From an optimization exercise on the open Yosys and OpenROAD flow, aimed at small area; shortcuts taken in it are not production practice.
Only simulation tests tie the RTL to the original design; equivalence was not proved.

==> flow/design.v (outline; a module is shown in full before it is edited, if it fits) <==
// module busSelect: 753 lines
// module registerFile: 1736 lines
// module specialRegisters: 618 lines
// module aluUnit: 13470 lines
// module g_inv: 3 lines
// module g_nand2: 3 lines
// module g_nand3: 3 lines
// module g_nand4: 3 lines
// module g_nor2: 3 lines
// module g_and2: 3 lines
// module g_or2: 3 lines
// module g_xor2: 3 lines
// module g_xnor2: 3 lines
// module g_o21ai: 3 lines
// module g_o21a: 3 lines
// module g_a21oi: 3 lines
// module g_a21o: 3 lines
// module g_a22o: 3 lines
// module g_a22oi: 3 lines
// module g_a222oi: 4 lines
// module g_maj3: 3 lines
// module g_fa: 4 lines
// module g_ha: 4 lines
// module shiftDecode: 6 lines
// module boothEnc: 13 lines
// module resultStore: 231 lines
// module busDatapath: 58 lines
module busDatapath (
    input logic Clock,
    input logic rstN,
    input logic [busDatapathPkg::gprCount-1:0] gprIn,
    input logic [busDatapathPkg::gprCount-1:0] gprOut,
    input logic pcIn,
    input logic irIn,
    input logic marIn,
    input logic ryIn,
    input logic mdrIn,
    input logic hiIn,
    input logic loIn,
    input logic zIn,
    input logic pcOut,
    input logic mdrOut,
    input logic hiOut,
    input logic loOut,
    input logic zHighOut,
    input logic zLowOut,
    input logic read,
    input logic [busDatapathPkg::aluOpCount-1:0] aluOp,
    input logic [busDatapathPkg::wordWidth-1:0] mData,
    output logic [busDatapathPkg::wordWidth-1:0] bus,
    output logic [busDatapathPkg::wordWidth-1:0] marValue,
    output logic [busDatapathPkg::wordWidth-1:0] irValue,
    output logic [2*busDatapathPkg::wordWidth-1:0] zValue
);
  // ...
==> flow/flow/run.sh <==
#!/bin/bash
# Own layout flow: the standard ORFS flow (standard.sh) unchanged, with two
# extra ORFS settings that only change which cells the layout uses:
#   - port buffers are sky130_fd_sc_hd__buf_1 instead of the tool's pick
#     (every input and output port is still buffered, as in the standard flow)
#   - RECOVER_POWER=100: after global routing, downsize gates on paths with
#     positive slack
# make's full output goes to flow_make.log here; ORFS writes each step's log
# under orfs/logs/.
set -euo pipefail
cd "$(dirname "$0")/.."
bash standard.sh "BUFFER_PORTS_ARGS=-buffer_cell sky130_fd_sc_hd__buf_1" "RECOVER_POWER=100" finish \
  > flow_make.log 2>&1
==> flow/standard.sh <==
#!/bin/bash
# synth_recipe.tcl (not shown) runs the flow's synth.tcl, then flattens the netlist and writes it again
# the make line also repeats each setting of config.mk as NAME=value (left out here)
make -C /OpenROAD-flow-scripts/flow DESIGN_CONFIG=/design/flow/config.mk WORK_HOME=/design/flow/orfs CLKGATE_MAP_FILE= SYNTH_SCRIPT=/design/flow/synth_recipe.tcl "${@:-finish}"
==> flow/config.mk <==
export PLATFORM = sky130hd
export DESIGN_NAME = busDatapath
export DESIGN_NICKNAME = busDatapath
export VERILOG_FILES = /design/flow/design.v
export SDC_FILE = /design/flow/constraint.sdc
export NUM_CORES = 4
export LEC_CHECK = 0
export CAP_MARGIN = 20
export CORE_MARGIN = 2
export CORE_UTILIZATION = 45
export CTS_BUF_LIST = sky130_fd_sc_hd__clkbuf_8 sky130_fd_sc_hd__clkbuf_16
export CTS_CLUSTER_SIZE = 30
export SLEW_MARGIN = 20
export SYNTH_HIERARCHICAL = 1
==> flow/constraint.sdc <==
create_clock -name core_clock -period 135.0 [get_ports {Clock}]
set_input_delay 27.0000 -clock core_clock [delete_from_list [all_inputs] [get_ports {Clock}]]
set_output_delay 27.0000 -clock core_clock [all_outputs]
set_load 0.01 [all_outputs]
==> results by group, run 1 <==
Synthesis
  – Largest family of logic cells by synthesized area: compound AO/OA/AOI/OAI gates
  – Mapped cell area: 77700 µm²
  – Multiplexer share of the synthesized area: less than 1%
  – Register bit total from synthesis: 800
  – Most frequent cell after synthesis: nand2_1
  – Most frequent cells after synthesis: nand2_1, xor2_1, dfrtp_1

Final layout
  – Final core utilization: about half
  – Final nets: 9724
  – Inverter count: between 150 and 200
  – Fillers: about 16k
  – Clock-cell share: 3.02%
  – Highest-count cells in the layout ignoring fill and taps: nand2_1, xor2_1, dfrtp_1
  – Commonest non-fill, non-tap cell in the layout: nand2_1
  – Footprint of the multi-input gates: 57000 µm²
  – Share of cells above drive strength 1: 8.18%
  – Fin cells: 11.6k
  – Leading cell kind: multi-input gates

Outcome
  – Layout check failures: capacitance limit, slew limit
  – Outcome: complete, but fails checks

Setup path
  – WP buf/inv: 19
  – CP startpoint: gprOut[6]
  – Worst Setup EP: results.zValue[63]

Drt
  – DRT Pass-1 Iters: 17
  – ANT nets after route: 0
  – Via Count: approximately 76k
  – DR top layer: met5
  – Routed Wire Length: 333 mm
  – Routed length on met2: 146 mm
  – DRC violation count after routing: 0

Global route
  – M3 GR Usage: 10.2%
  – First-pass GRT wire length: 490 mm

Floorplan
  – Starting Density: 45.3%

STA
  – Slew Limit Fails: approximately 1.6k
  – Hold Slack: between 0.4 and 0.5 ns

Place
  – Final Wtd Congestion: 0.998

Job
  – Max Cap Viol: 47
==> run 2, diff against run 1 <==
==> flow/flow/run.sh (replaced) <==
#!/bin/bash
# Own layout flow: the standard ORFS flow (standard.sh) unchanged, with a few
# extra ORFS settings that only change which cells the layout uses:
#   - port buffers are sky130_fd_sc_hd__buf_1 instead of the tool's pick
#     (every input and output port is still buffered, as in the standard flow)
#   - clock tree from clkbuf_4/clkbuf_8 without dummy balancing loads
# make's full output goes to flow_make.log here; ORFS writes each step's log
# under orfs/logs/.
set -euo pipefail
cd "$(dirname "$0")/.."
bash standard.sh \
  "BUFFER_PORTS_ARGS=-buffer_cell sky130_fd_sc_hd__buf_1" \
  "CTS_ARGS=-sink_clustering_enable -repair_clock_nets -dont_use_dummy_load -buf_list {sky130_fd_sc_hd__clkbuf_4 sky130_fd_sc_hd__clkbuf_8}" \
  finish > flow_make.log 2>&1
--- a/flow/config.mk
+++ b/flow/config.mk
@@ -8,7 +8,5 @@
 export CAP_MARGIN = 20
 export CORE_MARGIN = 2
-export CORE_UTILIZATION = 45
-export CTS_BUF_LIST = sky130_fd_sc_hd__clkbuf_8 sky130_fd_sc_hd__clkbuf_16
-export CTS_CLUSTER_SIZE = 30
+export CORE_UTILIZATION = 40
 export SLEW_MARGIN = 20
 export SYNTH_HIERARCHICAL = 1
==> results by group, run 2 <==
Outcome
  – Outcome: finished clean

STA
  – Setup TNS: 0 ns
  – RSZ-0062 raised after global routing: no
  – Slew margin rel.: 14.3%
  – Crit share post-route: between 90% and 100%
  – Slew Limit Fails: 0 (-100%)
  – Final worst slack: 10.02 ns
  – # setup viols final: 0
  – Final Skew: about 0.13 ns
  – Worst slew pin tran: 1.29 ns
  – Period minus WS final: 124.98 ns
  – Peak Freq: 0.00800 GHz
  – Final hold viol count: 0
  – Hold Slack: 0.492 ns (-0.00374 ns)

Drt
  – DRT Pass-1 Iters: 17 (unchanged)
  – Via Count: 76.6k (+0.37%)
  – Initial DRC count: 12.2k
  – Wire length per cell: 28.9 µm
  – Vias per cell: 6.50
  – DRC violation count after routing: 0 (unchanged)
  – ANT nets after route: 0 (unchanged)
  – Routed Wire Length: 341 mm (+2.4%)

Place
  – Placed insts: between 10k and 15k
  – Dpl hpwl: 235 mm
  – Port buffer count: roughly 250
  – Post-place instance area: about 84000 µm²
  – Place WS: 9.69 ns
  – Final Wtd Congestion: 0.982 (-1.7%)

Final layout
  – Commonest non-fill, non-tap cell in the layout: nand2_1
  – Max reg flops: 64
  – Final instance area: 86100 µm²
  – Final nets: 9789 (+0.67%)
  – Largest register by flop count: results.zValue
  – Area grow syn2layout: 10.8%
  – Share of cells above drive strength 1: 8.97% (+0.79 points)
  – Final core utilization: 44.7% (-5.7 points)
  – Highest-count cells in the layout ignoring fill and taps: nand2_1, xor2_1, dfrtp_1
  – Fin cells: 11.8k (+1.8%)

Synthesis
  – Multiplexer share of the synthesized area: 0.0386% (unchanged)
  – Synthesized instance count: ~8.6k
  – Synth Warn #: 9
  – Distinct cells, synth: 51
  – Ys async rst share: 100%
  – Share of the synthesized area in the top cell type: 25.7%
  – Number of flops mapped to enable cells by yosys: 0
  – Register bit total from synthesis: 800 (unchanged)
  – XOR/XNOR Fraction of Synth Area: 18.1%
  – Mapped cell area: 77700 µm² (unchanged)
  – Synth Area in Adders: 11.6%
  – Synth area leader: dfrtp_1
  – Largest family of logic cells by synthesized area: compound AO/OA/AOI/OAI gates
  – Synth Area in Compound Gates: a little over a quarter
  – Most frequent cells after synthesis: nand2_1, xor2_1, dfrtp_1
  – Most frequent cell after synthesis: nand2_1
  – Simple-gate share of the synthesized area: 15.9%
  – Top_reg_cell synth: dfrtp_1
  – Syn avg cell area: approximately 9.0 µm²
  – Leading post-synthesis cells by cell area: dfrtp_1, xor2_1, fa_1
  – Seq/Total Area, Yosys: 25.7%

Setup path
  – Worst Path Arrival: 125.73 ns
  – Most frequent CP cell: o21ai_1
  – FF-to-FF Start: specials.ryValue[0]
  – R2r setup slk: 34.72 ns
  – Max incr delay on CP: around 0.89 ns
  – Crit-path slowest cell: a21oi_4
  – Worst R2R Path Depth: 464
  – Worst EP required: 135.75 ns
  – Crit Path Class: primary input to register
  – CP startpoint: gprOut[9]
  – Crit path capture type: register
  – Worst-path maximum fanout: 35
  – Worst Setup EP: results.zValue[63]
  – RR Endpoint: results.zValue[63]
  – Crit path launch type: primary input

Floorplan
  – Die ar.: 198000 µm²
  – Die Wd: around 440 µm
  – Core area: 193000 µm²
  – Starting Density: 40.3% (-5.0 points)
  – Num rows: 161
  – I/O pin count: between 200 and 300
  – Vert. Die Dim: 445 µm

CTS
  – Post-CTS Hold Buffers: 0
  – Post-CTS setup buffers: 0
  – CTS Buf Count: 116
  – CTS sink cnt: 800
  – CTS max path bufs: 3
  – PostCTS Resize Cnt: 0
  – Clk root buf: clkbuf_8
  – CTS tree: yes
  – Worst-path clk slew: 0.06 ns
  – Skew-Pair Late Insertion Delay: 0.84 ns
  – H-Tree Depth: 3

Global route
  – Initial antenna violation count: 14
  – M3 GR Usage: 9.17% (-1.0 points)
  – Most Used Layer, Global Route: met2
  – GR Util met1: 39.9%
  – Number of global-route vias before repair: 73.6k
  – GR Util All Layers: 33.2%
  – Pin count of the biggest net entering global routing: between 150 and 200
  – GRT overflow: 0
  – First-pass GRT wire length: 496 mm (+1.3%)
  – Met2 usage: 50.1%

Min path
  – Min-delay worst type: register to register

Job
  – Max Cap Viol: 0 (-100%)
-- run 2: cell count changes in the layout (fill, tap and decap cells not counted), moves of 11 or more --
cell / change
buf_1: +46
buf_4: +75
clkbuf_1: -96
clkbuf_16: -77
clkbuf_8: +97
clkinv_2: -11
or2_0: -19
or2_2: +15
-- run 2: modules after synthesis, one instance, submodules excluded, a selection --
module	cell area (µm²)	flops+latches	copies in the design
resultStore	3200	128	1
busSelect	240	0	1
g_fa	20.0	0	400
g_a22oi	12.5	0	11
g_a21oi	8.76	0	110
g_a22o	8.76	0	704
g_o21a	7.51	0	220
g_nand4	6.26	0	64
g_and2	6.26	0	115
g_nand2	3.75	0	1604
g_nor2	3.75	0	768
-- run 2: final cells by class --
type / instances / area [µm²]
multi-input combinational: 7547 / 57000
antenna: 7 / 17.5
tap: 2526 / 3160
timing repair buffer: 606 / 3690
fill: 18600 / 107000
sequential: 800 / 20000
clock buffer: 116 / 1600
inverter: 173 / 652
-- run 2: per-layer routing --
layer | up-vias | routed length [µm]
li1 | 32800 | -
met1 | 37800 | 122000
met2 | 4849 | 146000
met3 | 1164 | 39800
met4 | 8 | 32500
met5 | - | 61
-- run 2: kinds of logic (layout without fill, tap and decap cells) --
| kind of cell | Yosys count | after routing |
|---|---|---|
| AND/OR/NAND/NOR | 2927 | 2927 |
| AO/OA/AOI/OAI | 2526 | 2526 |
| XOR/XNOR | 1605 | 1605 |
| flip-flops | 800 | 800 |
| adder cells (fa/ha/maj) | 482 | 482 |
| buffers and inverters | 285 | 895 |
| multiplexers | 3 | 3 |
| other | 1 | 11 |
-- run 2: worst min path at each step --
stage | startpoint | endpoint | slack, ns | depth (start not counted)
global placement | gprs.gpr9[20] | gprs.gpr9[20] | 0.48 | 1
global route | gprs.gpr5[16] | gprs.gpr5[16] | 0.50 | 1
CTS | results.hiValue[10] | results.hiValue[10] | 0.50 | 1
floorplan | gprs.gpr0[0] | gprs.gpr0[0] | 0.46 | 1
finish | specials.irValue[27] | specials.irValue[27] | 0.49 | 1
detailed placement | gprs.gpr0[27] | gprs.gpr0[27] | 0.48 | 1
-- run 2: critical path, delay by kind of cell --
family | cells | cell delay [ns]
AO/OA/AOI/OAI | 311 | 70.60
AND/OR/NAND/NOR | 81 | 12.39
XOR/XNOR | 34 | 9.19
buffers and inverters | 20 | 5.60

[port drivers added, routing unchanged]
The results above use ideal ports. As a check the final layouts listed here were re-extracted and re-timed, cells and wires unchanged.
Step 1 (the two cells are an assumption about what drives the block):
set clk [get_ports {Clock}]
set_driving_cell -lib_cell sky130_fd_sc_hd__clkbuf_16 $clk
set_driving_cell -lib_cell sky130_fd_sc_hd__buf_2 [delete_from_list [all_inputs] $clk]
Step 2 moves the port delays by t, midway between the first and last clock arrival at a register: inputs arrive t later, outputs are due t later. That takes back most of the time a late clock gives input paths.
a / b / c = ideal ports / drivers / drivers and shift; a / b = the first two.
run	t (ns)	slack for setup (ns)	latest minus earliest clock arrival (ns)	worst register clock-pin slew, ns	worst slew at a driven data input, ns
run 1	0.728	8.990 / 9.027 / 8.298	0.031 / 0.031	0.08 / 0.08	0.09
run 2	0.830	10.022 / 10.058 / 9.228	0.133 / 0.134	0.09 / 0.09	0.12
The setup slack of run 2, which loses most, moves by +0.036 ns with the drivers and by -0.794 ns with both steps.
